Context: an optimization exercise on an open-source flow, tuned for small area, a short achievable clock period and few clock cycles per item. The choices shown serve that exercise and are no tape-out recipe.
Where RTL was checked, it was by simulation tests only, not by an equivalence proof against the original.

== amber ==
==> flow/design.v (excerpt) <==
module rgb_hue_shifter (
  input  logic        clk,
  input  logic        rst_n,
  input  logic        in_tvalid,
  output logic        in_tready,
  input  logic [23:0] in_tdata,    
  output logic        out_tvalid,
  input  logic        out_tready,
  output logic [55:0] out_tdata,   
  input  logic        cfg_psel,
  input  logic        cfg_penable,
  input  logic        cfg_pwrite,
  input  logic [2:0]  cfg_paddr,
  input  logic [31:0] cfg_pwdata,
  output logic [31:0] cfg_prdata,
  output logic        cfg_pready
);
  logic rst_q;
  logic irst;
  logic vrst;
  always_ff @(posedge clk) rst_q <= rst_n;
  assign irst = !rst_q;
  assign vrst = !rst_n || !rst_q;
  logic [15:0] off_r;
  logic [17:0] off3_r;
  logic [15:0] rd_r;
  always_ff @(posedge clk) begin
    if (!rst_n) begin
      off_r <= 16'h0000;
    end else if (cfg_psel && cfg_penable && cfg_pwrite && !cfg_paddr[2]) begin
      off_r <= cfg_pwdata[15:0];
    end
  end
  always_ff @(posedge clk) off3_r <= {2'b00, off_r} + {1'b0, off_r, 1'b0};
  always_ff @(posedge clk) rd_r <= cfg_paddr[2] ? 16'h0000 : off_r;
  assign cfg_prdata = {16'h0000, rd_r};
  assign cfg_pready = 1'b1;
  logic en;
  logic o_v;
  logic rdy_r;
  assign en        = !o_v || out_tready;
  assign in_tready = rdy_r;
  logic       s0_v;
  logic [7:0] s0_r, s0_g, s0_b;
  logic       s0_rg, s0_rb, s0_gb;
  logic       i_rg, i_rb, i_gb;
  logic       sk_v;
  logic [26:0] sk_d, in_x;
  logic       acc;
  assign i_rg = in_tdata[7:0] >= in_tdata[15:8];
  assign i_rb = in_tdata[7:0] >= in_tdata[23:16];
  assign i_gb = in_tdata[15:8] >= in_tdata[23:16];
  assign in_x = {i_gb, i_rb, i_rg, in_tdata};
  assign acc  = in_tvalid && rdy_r;
  always_ff @(posedge clk) begin
    if (vrst) begin
      sk_v  <= 1'b0;
      rdy_r <= 1'b0;
    end else begin
      sk_v  <= !en && (sk_v || acc);
      rdy_r <= en || !(sk_v || acc);
    end
  end
  always_ff @(posedge clk) begin
    if (irst)    s0_v <= 1'b0;
    else if (en) s0_v <= sk_v || acc;
  end
  always_ff @(posedge clk) begin
    if (!sk_v) sk_d <= in_x;
    if (en) {s0_gb, s0_rb, s0_rg, s0_b, s0_g, s0_r} <= sk_v ? sk_d : in_x;
  end
  logic       max_r, max_g;
  logic [7:0] v1n, mn1n, ea1n, eb1n;
  logic [7:0] d1n;
  logic [8:0] e1n;
  logic [1:0] j1n;
  assign max_r = s0_rg && s0_rb;
  ...
Size: about 6600 cells after synthesis, roughly 160 I/O pins, ~0.061 sq mm of cells after synthesis.
==> flow/config.mk <==
export PLATFORM = sky130hd
export DESIGN_NAME = rgb_hue_shifter
export DESIGN_NICKNAME = rgb_hue_shifter
export VERILOG_FILES = /design/flow/design.v
export SDC_FILE = /design/flow/constraint.sdc
export NUM_CORES = 4
export LEC_CHECK = 0
export ABC_AREA = 1
export CAP_MARGIN = 20
export CORE_MARGIN = 2
export CORE_UTILIZATION = 40
export CTS_CLUSTER_DIAMETER = 60
export CTS_CLUSTER_SIZE = 30
export SLEW_MARGIN = 20
==> flow/constraint.sdc <==
create_clock -name core_clock -period 10.0 [get_ports {clk}]
set_input_delay 2.0000 -clock core_clock [delete_from_list [all_inputs] [get_ports {clk}]]
set_output_delay 2.0000 -clock core_clock [all_outputs]
set_load 0.01 [all_outputs]
standard.sh (not shown) runs the stock make flow with config.mk's settings and CLKGATE_MAP_FILE= SYNTH_SCRIPT=/design/flow/synth_recipe.tcl, a recipe that flattens the netlist after the stock synthesis.
==> flow/flow/run.sh <==
#!/bin/bash
set -euo pipefail
bash standard.sh SETUP_SLACK_MARGIN=6.5 TNS_END_PERCENT=100 finish > standard.log 2>&1
Testbench counts of amber, summed over its fixed seeds: cycles 32,888, items 32,768.
Changes in violet relative to amber:
- clearing CTS_CLUSTER_DIAMETER, which used to be 60
- clearing CTS_CLUSTER_SIZE, which used to be 30
Notes after the runs:
Total wirelength of the detailed-routed design, violet and amber, higher one = violet.
On total global-route track usage, violet and amber are neck and neck.
Edits applied to the flow inputs when going from violet to ember:
- CTS_CLUSTER_DIAMETER newly set to 100
- CTS_CLUSTER_SIZE newly set to 20
Notes after the runs:
Reported for violet and ember, synthesized area turned out identical to the last digit.
Delta(critical path depth, ember - violet) > 0


== trial 59 ==
rgb_hue_shifter, a different RTL version from the one above (not shown whole).
Size in the first run: ~5800 cells after synthesis, roughly 920 flip-flops, about 56000 µm² of cells after synthesis.
==> flow/config.mk <==
export PLATFORM = sky130hd
export DESIGN_NAME = rgb_hue_shifter
export DESIGN_NICKNAME = rgb_hue_shifter
export VERILOG_FILES = /design/flow/design.v
export SDC_FILE = /design/flow/constraint.sdc
export NUM_CORES = 4
export LEC_CHECK = 0
export ABC_AREA = 1
export CAP_MARGIN = 20
export CORE_MARGIN = 2
export CORE_UTILIZATION = 40
export CTS_CLUSTER_DIAMETER = 100
export CTS_CLUSTER_SIZE = 30
export PLACE_DENSITY = 0.75
export SLEW_MARGIN = 20
==> flow/constraint.sdc <==
create_clock -name core_clock -period 10.0 [get_ports {clk}]
set_input_delay 2.0000 -clock core_clock [delete_from_list [all_inputs] [get_ports {clk}]]
set_output_delay 2.0000 -clock core_clock [all_outputs]
set_load 0.01 [all_outputs]
Scripts as last shown in full above: flow/flow/run.sh
The final report for trial 59 shows a completed flow and a layout that fails verification, specifically antenna violations.
diff inputs: trial 59 => build 22
Settings: clearing PLACE_DENSITY, which used to be 0.75.
### Flow results
Per the final summary, build 22 finished and its layout is clean on timing, DRC and antenna. When build 22 is measured against trial 59, its path length in cells of the critical path turns out 3 higher. Against trial 59, build 22 comes in about 4.3% higher on non-clock buffer count. Compound-gate portion of the synthesized area: trial 59 vs build 22 identical.
Function was not checked in any run of this note: the RTL went through the layout flow alone.


RTL: one of the versions met above, not the one the previous note started from.
Size in the first run: about 6600 cells after synthesis, about 950 flip-flops, about 160 I/O pins, ~61000 µm² of cells after synthesis.
Settings: LEC_CHECK=0, ABC_AREA=1, CAP_MARGIN=20, CORE_MARGIN=2, CORE_UTILIZATION=40, CTS_CLUSTER_DIAMETER=100, CTS_CLUSTER_SIZE=30, SLEW_MARGIN=20; clock period 10.0 ns.
==> flow/flow/run.sh <==
#!/bin/bash
set -euo pipefail
bash standard.sh SETUP_SLACK_MARGIN=6.7 TNS_END_PERCENT=100 finish > standard.log 2>&1
The baseline completed with no timing, DRC or antenna violations.
Testbench counts at the start, summed over its fixed seeds: cycles 32,888, items 32,768.
==> next run, changes <==
==> flow/flow/run.sh (replaced) <==
#!/bin/bash
set -euo pipefail
bash standard.sh SETUP_SLACK_MARGIN=6.5 TNS_END_PERCENT=100 finish > standard.log 2>&1
Outcome: The changed run passed the timing, DRC and antenna checks; fmax climbs by 0.65%; wire length drops by 4.2%; non-clock buffer count came out lower by 181; die area stays the same.

## what the ideal ports hide
How much do the figures lean on ideal ports? The routed layouts below were timed once more, with nothing changed but the port constraints. Step 1 assumes that a clkbuf_16 drives the clock port and a buf_2 every other input. Step 2 adds t to the input delays and takes it off the output delays; t is the mean of the earliest and latest rising clock arrival at the registers after step 1. Input paths then give back, and output paths get back, about the clock's delay inside the block. a / b / c = ideal / step 1 / step 2; a / b = the first two.
run | t (ns) | slack for setup (ns) | clock arrival spread, ns | worst data-port slew with drivers (ns) | cell pins on the clock port's net
amber | 0.793 | 6.532 / 6.517 / 5.817 | 0.054 / 0.054 | 0.05 | 1
violet | 0.790 | 6.478 / 6.478 / 5.823 | 0.065 / 0.065 | 0.05 | 1
ember | 0.786 | 6.455 / 6.455 / 5.835 | 0.046 / 0.046 | 0.05 | 1
trial 59 | 0.732 | 6.463 / 6.501 / 5.784 | 0.043 / 0.043 | 0.05 | 1
build 22 | 0.728 | 6.526 / 6.507 / 5.926 | 0.045 / 0.045 | 0.05 | 1
the first run of note 3 | 0.758 | 6.528 / 6.528 / 6.092 | 0.058 / 0.058 | 0.05 | 1
the second run of note 3 | 0.771 | 6.550 / 6.531 / 5.860 | 0.048 / 0.048 | 0.05 | 1
The setup slack of amber, which loses most, moves by -0.015 ns with the drivers and by -0.715 ns with both steps.
